Context: an optimization exercise on an open-source flow, tuned for small area, a short achievable clock period and few clock cycles per item. The choices shown serve that exercise and are no tape-out recipe. In this exercise RTL edits were held to simulation tests only and were not proved equivalent to the original.

**design.v**
```verilog
package sha1_pkg;
  typedef enum logic [1:0] {
    ST_LOAD  = 2'd0,
    ST_ROUND = 2'd1,
    ST_FINAL = 2'd2
  } sha1_state_e;
  localparam logic [159:0] H_INIT = 160'h67452301_EFCDAB89_98BADCFE_10325476_C3D2E1F0;
  localparam logic [31:0] K_0_19  = 32'h5A827999;
  localparam logic [31:0] K_20_39 = 32'h6ED9EBA1;
  localparam logic [31:0] K_40_59 = 32'h8F1BBCDC;
  localparam logic [31:0] K_60_79 = 32'hCA62C1D6;
  function automatic logic [31:0] rotl1(input logic [31:0] x);
    rotl1 = {x[30:0], x[31]};
  endfunction
  function automatic logic [31:0] rotl5(input logic [31:0] x);
    rotl5 = {x[26:0], x[31:27]};
  endfunction
  function automatic logic [31:0] rotl30(input logic [31:0] x);
    rotl30 = {x[1:0], x[31:2]};
  endfunction
  function automatic logic [31:0] f_sel(input logic [6:0] t, input logic [31:0] b,
                                        input logic [31:0] c, input logic [31:0] d);
    logic [31:0] f;
    if (t < 7'd20) begin
      f = (b & c) | (~b & d);
    end else if (t < 7'd40) begin
      f = b ^ c ^ d;
    end else if (t < 7'd60) begin
      f = (b & c) | (b & d) | (c & d);
    end else begin
      f = b ^ c ^ d;
    end
    f_sel = f;
  endfunction
  function automatic logic [31:0] k_sel(input logic [6:0] t);
    logic [31:0] k;
    if (t < 7'd20) begin
      k = K_0_19;
    end else if (t < 7'd40) begin
      k = K_20_39;
    end else if (t < 7'd60) begin
      k = K_40_59;
    end else begin
      k = K_60_79;
    end
    k_sel = k;
  endfunction
endpackage
module sha1_round (
  input  logic [31:0] a_i,
  input  logic [31:0] b_i,
  input  logic [31:0] c_i,
  input  logic [31:0] d_i,
  input  logic [31:0] e_i,
  input  logic [31:0] w_i,
  input  logic [6:0]  t_i,
  output logic [31:0] a_o,
  output logic [31:0] b_o,
  output logic [31:0] c_o,
  output logic [31:0] d_o,
  output logic [31:0] e_o
);
  assign a_o = sha1_pkg::rotl5(a_i) + sha1_pkg::f_sel(t_i, b_i, c_i, d_i) + e_i + sha1_pkg::k_sel(t_i) + w_i;
  assign b_o = a_i;
  assign c_o = sha1_pkg::rotl30(b_i);
  assign d_o = c_i;
  assign e_o = d_i;
endmodule
module sha1_block_ctrl (
  input  logic         clk,
  input  logic         reset,
  input  logic         init,
  input  logic         word_valid,
  output logic         word_ready,
  input  logic [31:0]  word_data,
  output logic         busy,
  output logic         digest_valid,
  output logic [159:0] digest
);
  localparam logic [1:0] S_LOAD  = sha1_pkg::ST_LOAD;
  localparam logic [1:0] S_ROUND = sha1_pkg::ST_ROUND;
  localparam logic [1:0] S_FINAL = sha1_pkg::ST_FINAL;
  localparam logic [6:0] T_STEP = 7'd1;
  localparam logic [6:0] T_LAST = 7'd79;
  logic [1:0]   state_q, state_d;
  logic [3:0]   cnt_q, cnt_d;
  logic [6:0]   t_q, t_d;
  logic [159:0] h_q, h_d;
  logic [31:0]  a_q, b_q, c_q, d_q, e_q;
  logic [31:0]  a_d, b_d, c_d, d_d, e_d;
  logic         dv_q, dv_d;
  logic [31:0]  w_q [16];
  logic [31:0]  w_d [16];
  logic [3:0]   i0_s;
  logic [31:0]  w0_s;
  logic [31:0]  ra_s, rb_s, rc_s, rd_s, re_s;
  logic [31:0]  r0a_s, r0b_s, r0c_s, r0d_s, r0e_s;
  assign i0_s = t_q[3:0];
  always_comb begin
    logic [3:0] im3, im8, im14;
    im3  = i0_s - 4'd3;
    im8  = i0_s - 4'd8;
    im14 = i0_s - 4'd14;
    if (t_q < 7'd16) begin
      w0_s = w_q[i0_s];
    end else begin
      w0_s = sha1_pkg::rotl1(w_q[im3] ^ w_q[im8] ^ w_q[im14] ^ w_q[i0_s]);
    end
  end
  sha1_round u_round0 (
    .a_i(a_q), .b_i(b_q), .c_i(c_q), .d_i(d_q), .e_i(e_q),
    .w_i(w0_s), .t_i(t_q),
    .a_o(r0a_s), .b_o(r0b_s), .c_o(r0c_s), .d_o(r0d_s), .e_o(r0e_s)
  );
  assign ra_s = r0a_s;
  assign rb_s = r0b_s;
  assign rc_s = r0c_s;
  assign rd_s = r0d_s;
  assign re_s = r0e_s;
  assign word_ready   = (state_q == S_LOAD) && !init;
  assign busy         = (state_q != S_LOAD);
  assign digest_valid = dv_q;
  assign digest       = h_q;
  always_comb begin
    state_d = state_q;
    cnt_d   = cnt_q;
    t_d     = t_q;
    h_d     = h_q;
    dv_d    = dv_q;
    a_d = a_q; b_d = b_q; c_d = c_q; d_d = d_q; e_d = e_q;
    for (int i = 0; i < 16; i++) begin
      w_d[i] = w_q[i];
    end
    if (init) begin
      state_d = S_LOAD;
      cnt_d   = 4'd0;
      t_d     = 7'd0;
      h_d     = sha1_pkg::H_INIT;
      dv_d    = 1'b0;
    end else begin
      case (state_q)
        S_LOAD: begin
          if (word_valid) begin
            w_d[cnt_q] = word_data;
            cnt_d      = cnt_q + 4'd1;
            if (cnt_q == 4'd0) begin
              dv_d = 1'b0;
            end else begin
              dv_d = dv_q;
            end
            if (cnt_q == 4'd15) begin
              a_d = h_q[159:128]; b_d = h_q[127:96]; c_d = h_q[95:64];
              d_d = h_q[63:32];   e_d = h_q[31:0];
              dv_d    = 1'b0;
              t_d     = 7'd0;
              state_d = S_ROUND;
            end else begin
              state_d = S_LOAD;
            end
          end else begin
            state_d = S_LOAD;
          end
        end
        S_ROUND: begin
          a_d = ra_s; b_d = rb_s; c_d = rc_s; d_d = rd_s; e_d = re_s;
          w_d[i0_s] = w0_s;
          if (t_q == T_LAST) begin
            t_d     = 7'd0;
            state_d = S_FINAL;
          end else begin
            t_d     = t_q + T_STEP;
            state_d = S_ROUND;
          end
        end
        S_FINAL: begin
          h_d = {h_q[159:128] + a_q, h_q[127:96] + b_q, h_q[95:64] + c_q,
                 h_q[63:32] + d_q, h_q[31:0] + e_q};
          dv_d    = 1'b1;
          cnt_d   = 4'd0;
          state_d = S_LOAD;
        end
        default: begin
          state_d = S_LOAD;
          cnt_d   = 4'd0;
          t_d     = 7'd0;
        end
      endcase
    end
  end
  always_ff @(posedge clk or posedge reset) begin
    if (reset) begin
      state_q <= S_LOAD;
      cnt_q   <= 4'd0;
      t_q     <= 7'd0;
      h_q     <= sha1_pkg::H_INIT;
      dv_q    <= 1'b0;
      a_q <= 32'd0; b_q <= 32'd0; c_q <= 32'd0; d_q <= 32'd0; e_q <= 32'd0;
      for (int i = 0; i < 16; i++) begin
        w_q[i] <= 32'd0;
      end
    end else begin
      state_q <= state_d;
      cnt_q   <= cnt_d;
      t_q     <= t_d;
      h_q     <= h_d;
      dv_q    <= dv_d;
      a_q <= a_d; b_q <= b_d; c_q <= c_d; d_q <= d_d; e_q <= e_d;
      for (int i = 0; i < 16; i++) begin
        w_q[i] <= w_d[i];
      end
    end
  end
endmodule
```
**run.sh**
```bash
#!/bin/bash
# synth_recipe.tcl (not shown) runs the flow's synth.tcl, then flattens the netlist and writes it again
# the make line also repeats each setting of config.mk as NAME=value (left out here)
make -C /OpenROAD-flow-scripts/flow DESIGN_CONFIG=/design/flow/config.mk WORK_HOME=/design/flow/orfs CLKGATE_MAP_FILE= SYNTH_SCRIPT=/design/flow/synth_recipe.tcl finish
```
**config.mk**
```make
export PLATFORM = sky130hd
export DESIGN_NAME = sha1_block_ctrl
export DESIGN_NICKNAME = sha1_block_ctrl
export VERILOG_FILES = /design/flow/design.v
export SDC_FILE = /design/flow/constraint.sdc
export NUM_CORES = 4
export LEC_CHECK = 0
export CAP_MARGIN = 20
export CORE_MARGIN = 2
export CORE_UTILIZATION = 30
export PLACE_DENSITY = 0.42
export SLEW_MARGIN = 20
```
**constraint.sdc**
```tcl
create_clock -name core_clock -period 10.0 [get_ports {clk}]
set_input_delay 2.0000 -clock core_clock [delete_from_list [all_inputs] [get_ports {clk}]]
set_output_delay 2.0000 -clock core_clock [all_outputs]
set_load 0.01 [all_outputs]
```
==> flow_summary.ini <==
[clock_network]
numClockSinks = 846
clk_pin_slew_ps = 70
post_cts_buffers = 0
h-tree-depth = 3
cts_resized = 0
cts.hold.buffers_added = 0
clk_latency_ps = 820
cts_buffers = 108
root_buffer = clkbuf_16
cts_tree = done
cts_buffer_depth = 3

[finish]
drive_gt1_share_pct = 12.2
final_util_pct = 34.6
syn_to_final_growth_pct = 15.1
nets = 7575

[timing]
period_share_pct = 90.4
rsz0062_at_grt = false
setup_viol = 0
finalClockSkew_ps = 79.7
clock.fmax_mhz = 111
slew_violations = 0
hold_viol = 0
worstMarginPinSlew_ps = 1280
max_slew_margin_pct = 14.7
min_period_ps = 9040

[global_routing]
grt_pass1_vias = 62104
grt_max_degree = 187
groute.usage.overall_pct = 34.2
grt_overflow_total = 0
antenna_found_initial = 14
grt_pass1_wl_um = 516000

[yosys]
ys_async_sr_fraction_pct = 100
syn_inst = 7203
ys_seq_elements = 846
synth_area_per_cell_sq_um = 8.73
yosysWarnings = 4
syn_area_sq_um = 62900
synth_edf_count = 0
syn-num-nets = 7569
ys_seq_area_share_pct = 33.8
yosysUniqueCellTypes = 100
synth_ff_type = dfrtp_1

[pwr]
p_per_area_nw_per_um2 = 196
ir_worst_vdd_v = 0.000152
totalPowerFinal_mw = 14.2
p_leak_nw = 30.0

[route]
dr_total_vias = 64758
drt-vias-per-instance = 6.40
dr.pass1.iters = 10
drc = 0
drt_wl_total_um = 374000
final_antenna_net_count = 0
first_iter_violations = 9180
routedWlPerCell_um = 37.0

[place]
gp_congestion = 1.01
hpwl_um = 265000
numPortBuffers = 198

[floorplanning]
die_w_um = 462
start_util_pct = 30.1
design.core.area_sq_um = 209000
die_h_um = 462
row_count = 168
io_pins = 199
die_area_sq_um = 213000

[worst_hold_path]
hold_end = h_q[126]$_DFFE_PP1P_
min_path_cells = 2
worstHoldStart = h_q[126]$_DFFE_PP1P_
hold_class = reg2reg

[setup_path]
startpoint_type = flip-flop
critPathArrivalTime_ps = 9720
critical_path_class = reg2reg
timing.rr.end = a_q[28]$_DFFE_PP0P_
r2r_slack_ps = 960
crit_path_end_kind = flip-flop
rr_worst_depth = 22
crit_required_ps = 10670
path_max_fanout = 34
r2r-start = t_q[0]$_DFFE_PP0P_

[status]
status = timing/DRC/antenna clean

[flow_run]
drv_cap = 0
## report_power, final
group / switching, mW / internal [mW]
Sequential: 1.95 / 4.25
Clock: 1.81 / 2.31
Combinational: 2.19 / 1.66
Total: 5.96 / 8.22
## worst max-delay path by stage
stage                          endpoint          startpoint  slack (ps)  cells past startpoint
finish              a_q[28]$_DFFE_PP0P_  t_q[0]$_DFFE_PP0P_         960                     22
global route        a_q[30]$_DFFE_PP0P_  t_q[0]$_DFFE_PP0P_         770                     22
CTS                 a_q[28]$_DFFE_PP0P_  t_q[0]$_DFFE_PP0P_        1110                     22
detailed placement  a_q[28]$_DFFE_PP0P_  t_q[0]$_DFFE_PP0P_        1180                     22
global placement    a_q[28]$_DFFE_PP0P_  t_q[2]$_DFFE_PP0P_        1220                     25
floorplan            a_q[0]$_DFFE_PP0P_               reset       -3560                      1
## state kept, by name, summed over array words and instances (netlist names), 2 cells and up
signal / cells
state_q: 2
c_q: 32
d_q: 32
e_q: 32
w_q: 512
h_q: 160
b_q: 32
a_q: 32
t_q: 7
cnt_q: 4
## logic make-up after synthesis
kind of cell,share of synthesized area [%]
adder cells (fa/ha/maj),8.09
AO/OA/AOI/OAI,27.4
AND/OR/NAND/NOR,15.4
buffers and inverters,5.42
multiplexers,6.31
XOR/XNOR,3.46
flip-flops,33.8
## stage by stage
stage | TNS, ps | hold slack, ps | instances | cell area [sq um] | setup slack [ps]
after CTS | 0 | 498 | 10105 | 72300 | 1110
after global routing | 0 | 519 | 10107 | 72300 | 768
after floorplan | -2746940 | 473 | 7203 | 62900 | -3560
after detailed placement | 0 | 489 | 9903 | 68600 | 1180
final | 0 | 499 | 10118 | 72300 | 956
after global placement | 0 | 486 | 9902 | 68600 | 1220
## area by class of cell
cell class | count | area, sq um
Clock buffer | 160 | 3120
Fill cell | 21610 | 137000
Antenna cell | 12 | 30.0
Timing Repair Buffer | 472 | 4300
Sequential cell | 846 | 21300
Clock inverter | 42 | 541
Tap cell | 2805 | 3510
Multi-Input combinational cell | 5555 | 38700
Inverter | 226 | 852
## per-layer routing
| layer | vias up | global-route usage (%) | part of all wire, % |
|---|---|---|---|
| met2 | 4005 | 53.9 | 45 |
| li1 | 27000 | - | - |
| met3 | 1219 | 7.59 | 8.5 |
| met5 | - | 0 | 0.019 |
| met4 | 12 | 20.5 | 7.2 |
| met1 | 32522 | 42.6 | 39 |
## worst max-delay path, cell delays in order, from the launching register on
cell,delay [ps]
dfrtp_1,800
inv_1,250
ha_4,410
buf_4,350
a211o_1,350
or4_2,1130
buf_4,410
a21oi_1,500
xnor3_1,520
xor2_1,240
o21ai_1,600
fa_1,530
ha_1,330
o21ai_0,160
o2111ai_1,230
a31oi_1,440
a21oi_1,200
a31oi_1,350
o21ai_0,190
o21ai_0,390
o21ai_0,190
xnor2_1,170
o21ai_0,90
## cells in the final DEF (no fill, tap or decap), drive strengths merged, types with 197 or more instances in the layout
master,Yosys,layout
mux2,206,206
a21oi,393,393
clkdlybuf4s50,0,197
a31oi,208,208
a22oi,307,307
o21ai,478,478
nand2,1131,1131
buf,229,274
inv,223,227
nor2,408,408
ha,205,205
dfrtp,766,766
## Yosys cell counts (all sizes together), types with 173 or more instances
cell	instances	area share (%)
nor2	408	2.4
inv	223	1.3
o221ai	173	2.5
dfrtp	766	30
buf	229	2.0
nand2	1131	6.8
a31oi	208	2.1
mux2	206	3.7
o21ai	478	3.8
clkbuf	347	2.1
a21oi	393	3.1
ha	205	4.1
a22oi	307	3.7
Testbench counts, summed over its fixed seeds: cycles 12,424, blocks 128.

-- separate check: timing with driven ports --
In the flow no input, the clock included, has a driving cell. The finished layout below was timed again as built, in two steps.
Step 1: set_driving_cell puts a clkbuf_16 on clk and a buf_2 on each other input, an assumption about the parent block.
Step 2 adds t to the input delays and takes it off the output delays; t is the mean of the earliest and latest rising clock arrival at the registers after step 1. Input paths then give back, and output paths get back, about the clock's delay inside the block.
Slacks: no drivers / after step 1 / after step 2; pairs: no drivers / after step 1.
t (ns): 0.875
setup slack, ns: 0.956 / 0.956 / 0.956
worst setup path at the end: register to register
slew at the worst register clock pin (ns): 0.08 / 0.08
After both steps setup and hold are still met in this run. The setup slack of this run moves by 0.000 ns with the drivers and by 0.000 ns with both steps.
